From an optimization exercise on the open Yosys and OpenROAD flow, aimed at small area, a short achievable clock period and few clock cycles per item; shortcuts taken in it are not production practice.
Where RTL was checked, it was by simulation tests only, not by an equivalence proof against the original.
Power is estimated from default activity; no workload was simulated.

// text_line_statistics_top
module text_line_statistics_top #(
   parameter int COUNT_BITS = tls_pkg::COUNT_BITS_DEFAULT
) (
   input  wire logic                           clock,
   input  wire logic                           reset,
   input  wire logic                           req_tvalid,
   output logic                                req_tready,
   input  wire logic [tls_pkg::BYTE_BITS-1:0]  req_tdata,   
   input  wire logic                           req_tuser,   
   output logic                                rsp_tvalid,
   input  wire logic                           rsp_tready,
   output logic [tls_pkg::RSP_BITS-1:0]        rsp_tdata
);
   logic                    s1_data, s1_nl, s1_eof;
   logic                    rsp_valid_ff;
   logic                    last, take;
   logic [COUNT_BITS-1:0]   file_bytes, file_lines, file_empty, width_min, width_max;
   logic [7*COUNT_BITS-1:0] words;
   assign take = rsp_valid_ff && rsp_tready;
   tls_in_stage u_in_stage (
      .clock    (clock),
      .reset    (reset),
      .in_valid (req_tvalid),
      .in_ready (req_tready),
      .in_data  (req_tdata),
      .in_eof   (req_tuser),
      .resume   (take),
      .out_data (s1_data),
      .out_nl   (s1_nl),
      .out_eof  (s1_eof)
   );
   tls_file_stats #(
      .COUNT_BITS (COUNT_BITS)
   ) u_file_stats (
      .clock      (clock),
      .clear      (reset || take),
      .data       (s1_data),
      .nl         (s1_nl),
      .file_bytes (file_bytes),
      .file_lines (file_lines),
      .file_empty (file_empty),
      .width_min  (width_min),
      .width_max  (width_max)
   );
   tls_totals #(
  ...
Size in the first run: about 230 flip-flops, about 210 I/O pins.
==> flow/config.mk <==
export PLATFORM = sky130hd
export DESIGN_NAME = text_line_statistics_top
export DESIGN_NICKNAME = text_line_statistics_top
export VERILOG_FILES = /design/flow/design.v
export SDC_FILE = /design/flow/constraint.sdc
export NUM_CORES = 4
export LEC_CHECK = 0
export ABC_AREA = 1
export CAP_MARGIN = 20
export CORE_MARGIN = 2
export CORE_UTILIZATION = 40
export SLEW_MARGIN = 20
==> flow/constraint.sdc <==
create_clock -name core_clock -period 3.5 [get_ports {clock}]
set_input_delay 0.7000 -clock core_clock [delete_from_list [all_inputs] [get_ports {clock}]]
set_output_delay 0.7000 -clock core_clock [all_outputs]
set_load 0.01 [all_outputs]
run.sh (not shown) runs the stock make flow with config.mk's settings and CLKGATE_MAP_FILE= SYNTH_SCRIPT=/design/flow/synth_recipe.tcl, a recipe that flattens the netlist after the stock synthesis.
Next try:
==> flow/flow/run.sh (new file) <==
#!/bin/bash
# Standard layout, with plain buf_1 cells as the port buffers.
set -euo pipefail
export BUFFER_PORTS_ARGS="-buffer_cell sky130_fd_sc_hd__buf_1"
bash standard.sh > standard_flow.log 2>&1
==> flow/standard.sh (new file) <==
#!/bin/bash
# synth_recipe.tcl (not shown) runs the flow's synth.tcl, then flattens the netlist and writes it again
# the make line also repeats each setting of config.mk as NAME=value (left out here)
make -C /OpenROAD-flow-scripts/flow DESIGN_CONFIG=/design/flow/config.mk WORK_HOME=/design/flow/orfs CLKGATE_MAP_FILE= SYNTH_SCRIPT=/design/flow/synth_recipe.tcl "${@:-finish}"
removed: flow/run.sh
Register-to-register slack got worse by 0.02 ns.
Total power rises by 1.9%.
Routed wire length decreases by 2.5%.
Final area falls by 9.0%.
Synthesized cell count is unchanged.
First-iteration DRC count grows by 17%.
Die area is unchanged.
Synthesized area does not change.
Setup slack got worse by 0.018 ns.
Fmax drops by 0.54%.
No run of this note included a check of the RTL's function; only the layout flow was run.

text_line_statistics_top, a different RTL version from the one above (not shown whole).
Size in the first run: about 1,300 cells after synthesis, roughly 240 flip-flops, roughly 210 I/O pins.
export LEC_CHECK = 0
export ABC_AREA = 1
export CAP_MARGIN = 20
export CORE_MARGIN = 2
export CORE_UTILIZATION = 40
export SLEW_MARGIN = 20
create_clock -name core_clock -period 3.5 [get_ports {clock}]
standard.sh (not shown) runs the stock make flow with config.mk's settings and CLKGATE_MAP_FILE= SYNTH_SCRIPT=/design/flow/synth_recipe.tcl, a recipe that flattens the netlist after the stock synthesis.
==> flow/flow/run.sh <==
#!/bin/bash
# Standard layout, with plain buf_1 cells as the port buffers.
set -euo pipefail
export BUFFER_PORTS_ARGS="-buffer_cell sky130_fd_sc_hd__buf_1"
bash standard.sh > standard_flow.log 2>&1
The baseline produced a clean layout.
Edit:
--- a/flow/config.mk
+++ b/flow/config.mk
@@ -6,7 +6,8 @@
 export NUM_CORES = 4
 export LEC_CHECK = 0
-export ABC_AREA = 1
+export ABC_CLOCK_PERIOD_IN_PS = 1700
 export CAP_MARGIN = 20
 export CORE_MARGIN = 2
 export CORE_UTILIZATION = 40
+export SETUP_SLACK_MARGIN = 1.5
 export SLEW_MARGIN = 20
After rerunning: Final cell count drops by 19%; count of clock-buffer cells in the layout does not change; die area drops by 8.2%; utilization climbs by 4.1 points; setup slack degrades by 0.024 ns; routed wire length drops by 21%; clock power hardly moves; via count drops by 18%; register-to-register slack degrades by 0.02 ns; critical path depth drops by 3.
Edit:
--- a/flow/config.mk
+++ b/flow/config.mk
@@ -10,4 +10,5 @@
 export CORE_MARGIN = 2
 export CORE_UTILIZATION = 40
-export SETUP_SLACK_MARGIN = 1.5
+export CTS_CLUSTER_DIAMETER = 100
+export CTS_CLUSTER_SIZE = 30
 export SLEW_MARGIN = 20
Result: The changed run completed without violations; power drops by 23%; via count drops by 3.2%; first-iteration DRC count drops by 6.9%; clock skew climbs by 0.012 ns; count of clock-buffer cells in the layout drops by 19; sequential share of layout area climbs by 4.5 points; die area stays the same; setup slack got worse by 0.28 ns; utilization drops by 4.9 points; routed wire length drops by 6.4%; design area drops by 9.6%.
Edit:
--- a/flow/config.mk
+++ b/flow/config.mk
@@ -10,5 +10,3 @@
 export CORE_MARGIN = 2
 export CORE_UTILIZATION = 40
-export CTS_CLUSTER_DIAMETER = 100
-export CTS_CLUSTER_SIZE = 30
 export SLEW_MARGIN = 20
After rerunning: The changed run produced a clean layout; routed wire length rose by 2.6%; clock skew hardly moves; non-clock buffer count stays the same; sequential share of layout area fell by 1.7 points.
Function was not checked in any run of this note: the RTL went through the layout flow alone.

text_line_statistics_top, a different RTL version from the one above (not shown whole).
For scale: about 1000 cells after synthesis, roughly 260 flip-flops, ~210 I/O pins, ~11000 um^2 of cells after synthesis.
==> flow/config.mk <==
export PLATFORM = sky130hd
export DESIGN_NAME = text_line_statistics_top
export DESIGN_NICKNAME = text_line_statistics_top
export VERILOG_FILES = /design/flow/design.v
export SDC_FILE = /design/flow/constraint.sdc
export NUM_CORES = 4
export LEC_CHECK = 0
export CAP_MARGIN = 20
export CORE_MARGIN = 2
export CORE_UTILIZATION = 40
export SETUP_SLACK_MARGIN = 1.45
export SLEW_MARGIN = 20
==> flow/constraint.sdc <==
create_clock -name core_clock -period 3.5 [get_ports {clock}]
set_input_delay 0.7000 -clock core_clock [delete_from_list [all_inputs] [get_ports {clock}]]
set_output_delay 0.7000 -clock core_clock [all_outputs]
set_load 0.01 [all_outputs]
==> flow/flow/run.sh <==
#!/bin/bash
# Standard layout, with plain buf_1 cells as the port buffers and a clock tree of larger
# sink clusters without dummy loads.
set -euo pipefail
export BUFFER_PORTS_ARGS="-buffer_cell sky130_fd_sc_hd__buf_1"
export CTS_ARGS="-sink_clustering_enable -repair_clock_nets -dont_use_dummy_load -sink_clustering_size 24 -sink_clustering_max_diameter 80"
bash standard.sh > standard_flow.log 2>&1
Testbench counts at the start, summed over its fixed seeds: cycles 102,685, items 100,653.
Change:
Settings changed: CORE_UTILIZATION 40 to 65.
Effect: Sequential power stays flat; global-route usage goes up by 9.3 points; power fell by about 0.8%; setup slack got worse by 0.045 ns; worst hold slack gets better by 0.0093 ns; count of clock-buffer cells in the layout stays the same; wire length goes down by 7.2%; fmax came out lower by 2.1%; combinational power is lower by about 1%; cell area went down by about 1.4%.
Change:
Settings changed: CORE_UTILIZATION 65 to 55.
What happened: Worst setup slack improved by 0.057 ns. First-iteration DRC count came out higher slightly. Register-to-register slack is better by 0.06 ns.
Change:
Settings changed: CORE_UTILIZATION 55 to 40, SETUP_SLACK_MARGIN 1.45 to 1.3.
=> Routed wire length climbs by 6.9%; clock-buffer cell count does not change; cell area climbs by 0.69%; total power climbs by 0.84%; first-iteration DRC count climbs by 27%; setup slack loses 0.12 ns; global-route usage drops by 5.5 points; utilization drops by 17 points.
Change:
Settings changed: SETUP_SLACK_MARGIN 1.3 to 1.6.
=> Setup slack gets better by 0.11 ns. Routed wire length is about the same. Via count climbs slightly. Total power climbs slightly. Utilization climbs by 0.90 points. Sequential share of layout area drops by 0.76 points.

The RTL this note starts from:
==> flow/design.v <==
`default_nettype none
package tls_pkg;
   localparam int COUNT_BITS_DEFAULT = 16;
   localparam int OUT_BITS           = 16;
   localparam int OUT_FIELDS         = 12;
   localparam int RSP_BITS           = OUT_BITS * OUT_FIELDS;
   localparam int BYTE_BITS          = 8;
   localparam logic [BYTE_BITS-1:0] NEWLINE_BYTE = 8'd10;
endpackage
`default_nettype wire
`default_nettype none
module tls_in_stage (
   input  wire logic                         clock,
   input  wire logic                         reset,
   input  wire logic                         in_valid,
   output logic                              in_ready,
   input  wire logic [tls_pkg::BYTE_BITS-1:0] in_data,
   input  wire logic                         in_eof,
   input  wire logic                         resume,      
   output logic                              out_data,    
   output logic                              out_nl,      
   output logic                              out_eof      
);
   logic ready_ff, data_ff, eof_ff, nl_ff;
   logic fire;
   assign fire = in_valid && ready_ff;
   always_ff @(posedge clock) begin
      if (reset) begin
         ready_ff <= 1'b1;
         data_ff  <= 1'b0;
         eof_ff   <= 1'b0;
      end else begin
         ready_ff <= resume || (ready_ff && !(in_valid && in_eof));
         data_ff  <= fire && !in_eof;
         eof_ff   <= fire && in_eof;
      end
   end
   always_ff @(posedge clock) begin
      nl_ff <= (in_data == tls_pkg::NEWLINE_BYTE);
   end
   assign in_ready = ready_ff;
   assign out_data = data_ff;
   assign out_nl   = nl_ff;
   assign out_eof  = eof_ff;
endmodule
`default_nettype wire
`default_nettype none
module tls_file_stats #(
   parameter int COUNT_BITS = tls_pkg::COUNT_BITS_DEFAULT
) (
   input  wire logic                  clock,
   input  wire logic                  clear,
   input  wire logic                  data,      
   input  wire logic                  nl,        
   output logic [COUNT_BITS-1:0]      file_bytes,
   output logic [COUNT_BITS-1:0]      file_lines,
   output logic [COUNT_BITS-1:0]      file_empty,
   output logic [COUNT_BITS-1:0]      width_min,
   output logic [COUNT_BITS-1:0]      width_max
);
   localparam logic [COUNT_BITS-1:0] ALL_ONES = '1;
   function automatic logic [COUNT_BITS-1:0] sat_inc(input logic [COUNT_BITS-1:0] v);
      sat_inc = (v == ALL_ONES) ? v : v + 1'b1;
   endfunction
   logic [COUNT_BITS-1:0] bytes_ff, lines_ff, empty_ff, len_ff, wmin_ff, wmax_ff;
   logic                  fresh_ff;    
   logic                  le_min_ff;   
   logic                  gt_max_ff;   
   always_ff @(posedge clock) begin
      if (clear) begin
         bytes_ff  <= '0;
         lines_ff  <= '0;
         empty_ff  <= '0;
         len_ff    <= '0;
         wmin_ff   <= ALL_ONES;
         wmax_ff   <= '0;
         fresh_ff  <= 1'b1;
         le_min_ff <= 1'b1;
         gt_max_ff <= 1'b0;
      end else if (data) begin
         bytes_ff <= sat_inc(bytes_ff);
         if (fresh_ff) begin
            lines_ff <= sat_inc(lines_ff);
         end
         if (nl) begin
            if (fresh_ff) begin
               empty_ff <= sat_inc(empty_ff);
            end
            if (le_min_ff) begin
               wmin_ff <= len_ff;
            end
            if (gt_max_ff) begin
               wmax_ff <= len_ff;
            end
            len_ff    <= '0;
            fresh_ff  <= 1'b1;
            le_min_ff <= 1'b1;
            gt_max_ff <= 1'b0;
         end else begin
            fresh_ff <= 1'b0;
            if (len_ff != ALL_ONES) begin
               len_ff    <= len_ff + 1'b1;
               le_min_ff <= le_min_ff && (len_ff != wmin_ff);
               gt_max_ff <= gt_max_ff || (len_ff == wmax_ff);
            end
         end
      end
   end
   assign file_bytes = bytes_ff;
   assign file_lines = lines_ff;
   assign file_empty = empty_ff;
   assign width_min  = wmin_ff;
   assign width_max  = wmax_ff;
endmodule
`default_nettype wire
`default_nettype none
module tls_totals #(
   parameter int COUNT_BITS = tls_pkg::COUNT_BITS_DEFAULT
) (
   input  wire logic                    clock,
   input  wire logic                    reset,
   input  wire logic                    start,       
   output logic                         done,        
   input  wire logic [COUNT_BITS-1:0]   file_bytes,
   input  wire logic [COUNT_BITS-1:0]   file_lines,
   input  wire logic [COUNT_BITS-1:0]   file_empty,
   output logic [7*COUNT_BITS-1:0]      words
);
   localparam logic [COUNT_BITS-1:0] ALL_ONES = '1;
   logic [COUNT_BITS-1:0] w_ff [0:6];
   logic [6:1]            t_ff;        
   logic                  stale_ff;
   logic [6:0]            t;
   logic [COUNT_BITS-1:0] a, b, bx, r;
   logic [COUNT_BITS:0]   s;
   logic                  rot, is_add, is_min, take_b;
   assign t      = {t_ff, start};
   assign rot    = |t;
   assign done   = t[6];
   assign is_add = t[0] | t[1] | t[2];
   assign is_min = t[3] | t[5];
   always_comb begin
      b = '0;
      if (t[0] | t[3] | t[4]) b = b | file_bytes;
      if (t[1] | t[5] | t[6]) b = b | file_lines;
      if (t[2])               b = b | file_empty;
   end
   assign a      = stale_ff ? {COUNT_BITS{is_min}} : w_ff[0];
   assign bx     = is_add ? b : ~b;
   assign s      = {1'b0, a} + {1'b0, bx} + {{COUNT_BITS{1'b0}}, !is_add};
   assign take_b = is_min ? s[COUNT_BITS] : !s[COUNT_BITS];
   always_comb begin
      if (is_add) begin
         r = s[COUNT_BITS] ? ALL_ONES : s[COUNT_BITS-1:0];
      end else begin
         r = take_b ? b : a;
      end
   end
   always_ff @(posedge clock) begin
      if (reset) begin
         t_ff     <= '0;
         stale_ff <= 1'b1;
      end else begin
         t_ff <= t[5:0];
         if (t[6]) begin
            stale_ff <= 1'b0;
         end
      end
   end
   always_ff @(posedge clock) begin
      if (rot) begin
         w_ff[0] <= w_ff[1];
         w_ff[1] <= w_ff[2];
         w_ff[2] <= w_ff[3];
         w_ff[3] <= w_ff[4];
         w_ff[4] <= w_ff[5];
         w_ff[5] <= w_ff[6];
         w_ff[6] <= r;
      end
   end
   assign words = {w_ff[6], w_ff[5], w_ff[4], w_ff[3], w_ff[2], w_ff[1], w_ff[0]};
endmodule
`default_nettype wire
`default_nettype none
module text_line_statistics_top #(
   parameter int COUNT_BITS = tls_pkg::COUNT_BITS_DEFAULT
) (
   input  wire logic                           clock,
   input  wire logic                           reset,
   input  wire logic                           req_tvalid,
   output logic                                req_tready,
   input  wire logic [tls_pkg::BYTE_BITS-1:0]  req_tdata,   
   input  wire logic                           req_tuser,   
   output logic                                rsp_tvalid,
   input  wire logic                           rsp_tready,
   output logic [tls_pkg::RSP_BITS-1:0]        rsp_tdata
);
   logic                    s1_data, s1_nl, s1_eof;
   logic                    rsp_valid_ff;
   logic                    last, take;
   logic [COUNT_BITS-1:0]   file_bytes, file_lines, file_empty, width_min, width_max;
   logic [7*COUNT_BITS-1:0] words;
   assign take = rsp_valid_ff && rsp_tready;
   tls_in_stage u_in_stage (
      .clock    (clock),
      .reset    (reset),
      .in_valid (req_tvalid),
      .in_ready (req_tready),
      .in_data  (req_tdata),
      .in_eof   (req_tuser),
      .resume   (take),
      .out_data (s1_data),
      .out_nl   (s1_nl),
      .out_eof  (s1_eof)
   );
   tls_file_stats #(
      .COUNT_BITS (COUNT_BITS)
   ) u_file_stats (
      .clock      (clock),
      .clear      (reset || take),
      .data       (s1_data),
      .nl         (s1_nl),
      .file_bytes (file_bytes),
      .file_lines (file_lines),
      .file_empty (file_empty),
      .width_min  (width_min),
      .width_max  (width_max)
   );
   tls_totals #(
      .COUNT_BITS (COUNT_BITS)
   ) u_totals (
      .clock      (clock),
      .reset      (reset),
      .start      (s1_eof),
      .done       (last),
      .file_bytes (file_bytes),
      .file_lines (file_lines),
      .file_empty (file_empty),
      .words      (words)
   );
   always_ff @(posedge clock) begin
      if (reset) begin
         rsp_valid_ff <= 1'b0;
      end else begin
         rsp_valid_ff <= last || (rsp_valid_ff && !rsp_tready);
      end
   end
   assign rsp_tvalid = rsp_valid_ff;
   assign rsp_tdata  = {words, width_max, width_min, file_empty, file_lines, file_bytes};
endmodule
`default_nettype wire
make LEC_CHECK=0 CAP_MARGIN=20 CORE_MARGIN=2 CORE_UTILIZATION=40 SLEW_MARGIN=20 finish   # period 3.5 ns
run.sh (not shown) runs the stock make flow with config.mk's settings and CLKGATE_MAP_FILE= SYNTH_SCRIPT=/design/flow/synth_recipe.tcl, a recipe that flattens the netlist after the stock synthesis.
Stock flow here: none of the scripts above is used.
The starting point finished with setup timing left.
Change:
- ABC_AREA: default -> 1
What happened: The new run went through all stages and came out clean; core utilization shrinks by 4.5 points; power shrinks by 3.1%; routed wire length grows by 6.0%; final area fell by 3.5%.
Function was not checked in any run of this note: the RTL went through the layout flow alone.

==> port drivers added, routing unchanged <==
In the flow no input, the clock included, has a driving cell. The finished layouts below were timed again as built, in two steps.
Step 1 sets driving cells, clkbuf_16 on the clock port and buf_2 on the other inputs (assumed; they add their load-dependent delay and slew).
Step 2 moves the port delays by t, midway between the first and last clock arrival at a register: inputs arrive t later, outputs are due t later. That takes back most of the time a late clock gives input paths.
Slacks: no drivers / after step 1 / after step 2; pairs: no drivers / after step 1.
| run | t (ns) | slack for setup (ns) | hold slack, ns | worst setup path at the end | slew at the worst register clock pin (ns) |
|---|---|---|---|---|---|
| the first run of note 1 | 0.573 | 0.262 / 0.262 / 0.262 | 0.424 / 0.424 / 0.424 | register to register | 0.07 / 0.07 |
| the second run of note 1 | 0.593 | 0.244 / 0.244 / 0.244 | 0.330 / 0.305 / 0.419 | register to register | 0.07 / 0.07 |
| the first run of note 2 | 0.585 | 0.599 / 0.599 / 0.599 | 0.331 / 0.305 / 0.436 | register to register | 0.06 / 0.06 |
| the second run of note 2 | 0.560 | 0.575 / 0.575 / 0.575 | 0.407 / 0.386 / 0.442 | register to register | 0.06 / 0.06 |
| the third run of note 2 | 0.534 | 0.295 / 0.295 / 0.295 | 0.427 / 0.397 / 0.455 | register to register | 0.12 / 0.12 |
| the fourth run of note 2 | 0.582 | 0.313 / 0.313 / 0.313 | 0.399 / 0.371 / 0.444 | register to register | 0.06 / 0.06 |
| the first run of note 3 | 0.526 | 1.444 / 1.434 / 1.268 | 0.445 / 0.445 / 0.445 | input to register | 0.10 / 0.10 |
| the second run of note 3 | 0.508 | 1.399 / 1.399 / 1.171 | 0.454 / 0.454 / 0.454 | input to register | 0.09 / 0.09 |
| the third run of note 3 | 0.513 | 1.456 / 1.456 / 1.204 | 0.452 / 0.452 / 0.452 | input to register | 0.09 / 0.09 |
| the fourth run of note 3 | 0.520 | 1.332 / 1.332 / 1.272 | 0.450 / 0.442 / 0.450 | input to register | 0.10 / 0.10 |
| the fifth run of note 3 | 0.520 | 1.447 / 1.447 / 1.298 | 0.443 / 0.443 / 0.443 | input to register | 0.10 / 0.10 |
| the first run of note 4 | 0.569 | -0.227 / -0.227 / -0.227 | 0.444 / 0.444 / 0.444 | register to register | 0.07 / 0.07 |
| the second run of note 4 | 0.571 | 0.240 / 0.240 / 0.240 | 0.441 / 0.441 / 0.441 | register to register | 0.07 / 0.07 |
For the third run of note 3, which loses most, drivers alone change the setup slack by 0.000 ns; drivers and shift together by -0.252 ns.
